What follows belongs to an exercise in optimizing a design on an open flow for small area, a short achievable clock period and few clock cycles per item; a production flow would make more cautious choices.
In this exercise RTL edits were held to simulation tests only and were not proved equivalent to the original.
Power is estimated from default activity; no workload was simulated.

## run A
==> flow/design.v (excerpt) <==
module ignition_advance_curve_lookup (
  input  logic        clk,
  input  logic        rst,
  input  logic        write_enable,
  input  logic [1:0]  write_index,
  input  logic [15:0] write_data,
  input  logic        in_valid,
  output logic        in_stall,
  input  logic [15:0] engine_speed,
  output logic        out_valid,
  input  logic        out_stall,
  output logic [11:0] spark_advance,
  output logic [1:0]  speed_region
);
  logic [11:0] cranking_advance;
  logic [11:0] top_advance;
  logic [15:0] cranking_speed_limit;
  always_ff @(posedge clk) begin
    if (rst) begin
      cranking_advance     <= 12'd50;
      top_advance          <= 12'd350;
      cranking_speed_limit <= 16'd500;
    end else if (write_enable) begin
      case (write_index)
        2'd0: cranking_advance     <= write_data[11:0];
        2'd1: top_advance          <= write_data[11:0];
        2'd2: cranking_speed_limit <= write_data;
        default: ;
      endcase
    end
  end
  logic        en;
  logic [15:0] s;
  assign en       = !(out_valid && out_stall);
  assign in_stall = !en;
  assign s        = engine_speed;
  logic [13:0] s14;
  logic [3:0]  seg;
  logic [1:0]  region;
  assign s14 = s[13:0];    
  always_comb begin
    seg = 4'd0;
    if (s14 >= 14'd1067) seg = 4'd1;
    if (s14 >= 14'd2134) seg = 4'd2;
    if (s14 >= 14'd3200) seg = 4'd3;
    if (s14 >= 14'd4267) seg = 4'd4;
    if (s14 >= 14'd5334) seg = 4'd5;
    if (s14 >= 14'd6400) seg = 4'd6;
  ...
Size in the first run: about 1200 cells after synthesis, roughly 55 I/O pins, about 9500 um^2 of cells after synthesis.
clock: 7.0 ns
lec_check: 0
abc_area: 1
cap_margin: 20
core_margin: 2
core_utilization: 40
setup_slack_margin: 3.9
slew_margin: 20
run.sh (not shown) runs the stock make flow with config.mk's settings and CLKGATE_MAP_FILE= SYNTH_SCRIPT=/design/flow/synth_recipe.tcl, a recipe that flattens the netlist after the stock synthesis.
Testbench counts of run A, summed over its fixed seeds: cycles 9,640, items 9,600.
Edits applied to the flow inputs when going from run A to run B:
Settings: clearing ABC_AREA, which used to be 1; swapping 3.9 for 3.8 in SETUP_SLACK_MARGIN.
Results
All of run A and run B finish clean. Summary: with run A as the reference, number of fillers in the final layout in run B moved down by a few percent. Run B vs. run A: post-route worst hold slack level, synthesized cell count saw a decrease. For run A, the source of the critical timing path was a_seg[0]$_SDFFCE_PP0N_, unlike run B, where it was c_p[14]$_DFFE_PN_.
The following lists how run C was set up differently from run B:
Settings: swapping 40 for 60 in CORE_UTILIZATION; swapping 3.8 for 3.3 in SETUP_SLACK_MARGIN.
==> summary.txt <==
Higher design area among run B and run C: run B. On area taken by flip-flops and latches, run B and run C are basically level. Diff run B -> run C: clock period minus worst slack increased 110 ps; starting density of the core increased 20 points.

---

Setup of the baseline:
ignition_advance_curve_lookup again, from the RTL that the note above started with.
Settings: LEC_CHECK=0, ABC_AREA=1, CAP_MARGIN=20, CORE_MARGIN=2, CORE_UTILIZATION=40, PLACE_DENSITY=0.7, SETUP_SLACK_MARGIN=3.6, SLEW_MARGIN=20; clock period 7.0 ns.
The baseline went all the way through the flow, and no timing, DRC or antenna check failed.
Testbench counts of the baseline, summed over its fixed seeds: cycles 9,640, items 9,600.
The following lists how the candidate was set up differently from the baseline:
# the baseline
export LEC_CHECK = 0
export ABC_AREA = 1
export CAP_MARGIN = 20
export CORE_MARGIN = 2
export CORE_UTILIZATION = 40
export PLACE_DENSITY = 0.7
export SETUP_SLACK_MARGIN = 3.6
export SLEW_MARGIN = 20
create_clock -name core_clock -period 7.0 [get_ports {clk}]
# the candidate
export LEC_CHECK = 0
export CAP_MARGIN = 20
export CORE_MARGIN = 2
export CORE_UTILIZATION = 40
export SETUP_SLACK_MARGIN = 3.3
export SLEW_MARGIN = 20
create_clock -name core_clock -period 7.0 [get_ports {clk}]
## What came out
Of the two candidates, the baseline has the better clock power and the candidate the worse one.
Synthesis-to-layout area growth | the candidate above the baseline
Sort the baseline and the candidate by cell count, ascending, and the candidate comes first.
On number of fill cells, the higher figure sits with the baseline, not the candidate.
Part of the cycle the worst path needs is lower on the baseline

---

== run a ==
ignition_advance_curve_lookup again, from the RTL that the note above started with.
Settings: LEC_CHECK=0, ABC_AREA=1, CAP_MARGIN=20, CORE_MARGIN=2, CORE_UTILIZATION=55, SETUP_SLACK_MARGIN=3.6, SLEW_MARGIN=20; clock period 7.0 ns.
Testbench counts of run a, summed over its fixed seeds: cycles 9,640, items 9,600.
Relative to run a, the following input files were edited for run b:
diff --git a/flow/config.mk b/flow/config.mk
--- a/flow/config.mk
+++ b/flow/config.mk
@@ -10,4 +10,4 @@
 export CORE_MARGIN = 2
-export CORE_UTILIZATION = 55
-export SETUP_SLACK_MARGIN = 3.6
+export CORE_UTILIZATION = 40
+export SETUP_SLACK_MARGIN = 3.3
 export SLEW_MARGIN = 20
Notes after the runs:
Switching power as a share of total power was higher in run b than in run a.
Higher fraction of power consumed by combinational cells goes to run a over run b.
Relative to run a, clock share of power has increased by 0.6 points in run b.
Run b vs. run a: net switching power figure went up by 0.028 mW.
On total power, run b does worse than run a.
Taking run a as the reference, in run b clock-buffer cell count has decreased; power of the sequential group has remained practically unchanged.
On number of tap instances, the higher figure sits with run b, not run a.
Run b -> run a: hold slack flat
Changes observed in run b relative to run a: post-detailed-routing wire length rose 480 µm; number of non-filler instances in the completed layout rose about 6%.

---

== v32 ==
Starting RTL as in the previous note.
// ignition_advance_curve_lookup
module ignition_advance_curve_lookup (
  input  logic        clk,
  input  logic        rst,
  input  logic        write_enable,
  input  logic [1:0]  write_index,
  input  logic [15:0] write_data,
  input  logic        in_valid,
  output logic        in_stall,
  input  logic [15:0] engine_speed,
  output logic        out_valid,
  input  logic        out_stall,
  output logic [11:0] spark_advance,
  output logic [1:0]  speed_region
);
Settings: LEC_CHECK=0, CAP_MARGIN=20, CORE_MARGIN=2, CORE_UTILIZATION=40, CTS_BUF_LIST=sky130_fd_sc_hd__clkbuf_4 sky130_fd_sc_hd__clkbuf_8, CTS_CLUSTER_SIZE=40, SETUP_SLACK_MARGIN=3.3, SLEW_MARGIN=20; clock period 7.0 ns.
v32 finished all stages; the layout is clean.
Testbench counts of v32, summed over its fixed seeds: cycles 9,640, items 9,600.
Relative to v32, the following input files were edited for v25:
Settings: a change of SETUP_SLACK_MARGIN from 3.3 to 3.6; an added ABC_AREA of 1; a deleted CTS_CLUSTER_SIZE that had been 40; a deleted CTS_BUF_LIST that had been sky130_fd_sc_hd__clkbuf_4 sky130_fd_sc_hd__clkbuf_8.
[summary]
Summary of the comparison: number of cells on the worst reg-to-reg path is higher in v25, relative to v32.
The worst setup slack after layout in v25 sits 0.37 ns above the value recorded for v32.
Tightest slew margin relative to the limit, v25 and v32: larger value in v25
Taking v25 over v32, the weighted congestion at the end of routability-driven global placement ratio works out to 1.10.
v25: critical path depth is 11 lower than what v32 reported.
Total wire length after detailed routing in v25 is about 3.5% above v32.
Area of the die: v25 vs v32 up 780 um2
When the final numbers for v25 and v32 were put side by side, the maximum frequency turned out to be smaller in v32.
Fraction of standard cell area in multi-input logic is higher on v32
v25 vs v32: total power up by a few percent

[static timing again, ports no longer ideal]
How much do the figures lean on ideal ports? The routed layouts below were timed once more, with nothing changed but the port constraints. Step 1: set_driving_cell puts a clkbuf_16 on clk and a buf_2 on each other input, an assumption about the parent block. Step 2 times the ports against the registers' clock, not the clock port: input delays grow and output delays shrink by t, the midpoint of the rising clock arrivals with the driver on. a / b / c = no drivers / after step 1 / after step 2; a / b = the first two.
run	t (ns)	setup WS [ns]	worst setup path at the end
run A of note 1	0.479	3.667 / 3.667 / 3.582	input to register
run B of note 1	0.476	3.371 / 3.371 / 3.371	register to register
run C of note 1	0.471	3.260 / 3.260 / 2.943	input to register
the baseline	0.471	3.629 / 3.629 / 3.351	input to register
the candidate	0.476	3.357 / 3.357 / 3.002	input to register
run a of note 3	0.465	3.584 / 3.584 / 3.319	input to register
run b of note 3	0.464	3.491 / 3.491 / 3.073	input to register
v32	0.498	3.257 / 3.257 / 2.877	input to register
v25	0.465	3.630 / 3.598 / 3.396	input to register
After both steps every run listed still meets setup and hold. The setup slack of run b of note 3, which loses most, moves by 0.000 ns with the drivers and by -0.418 ns with both steps.
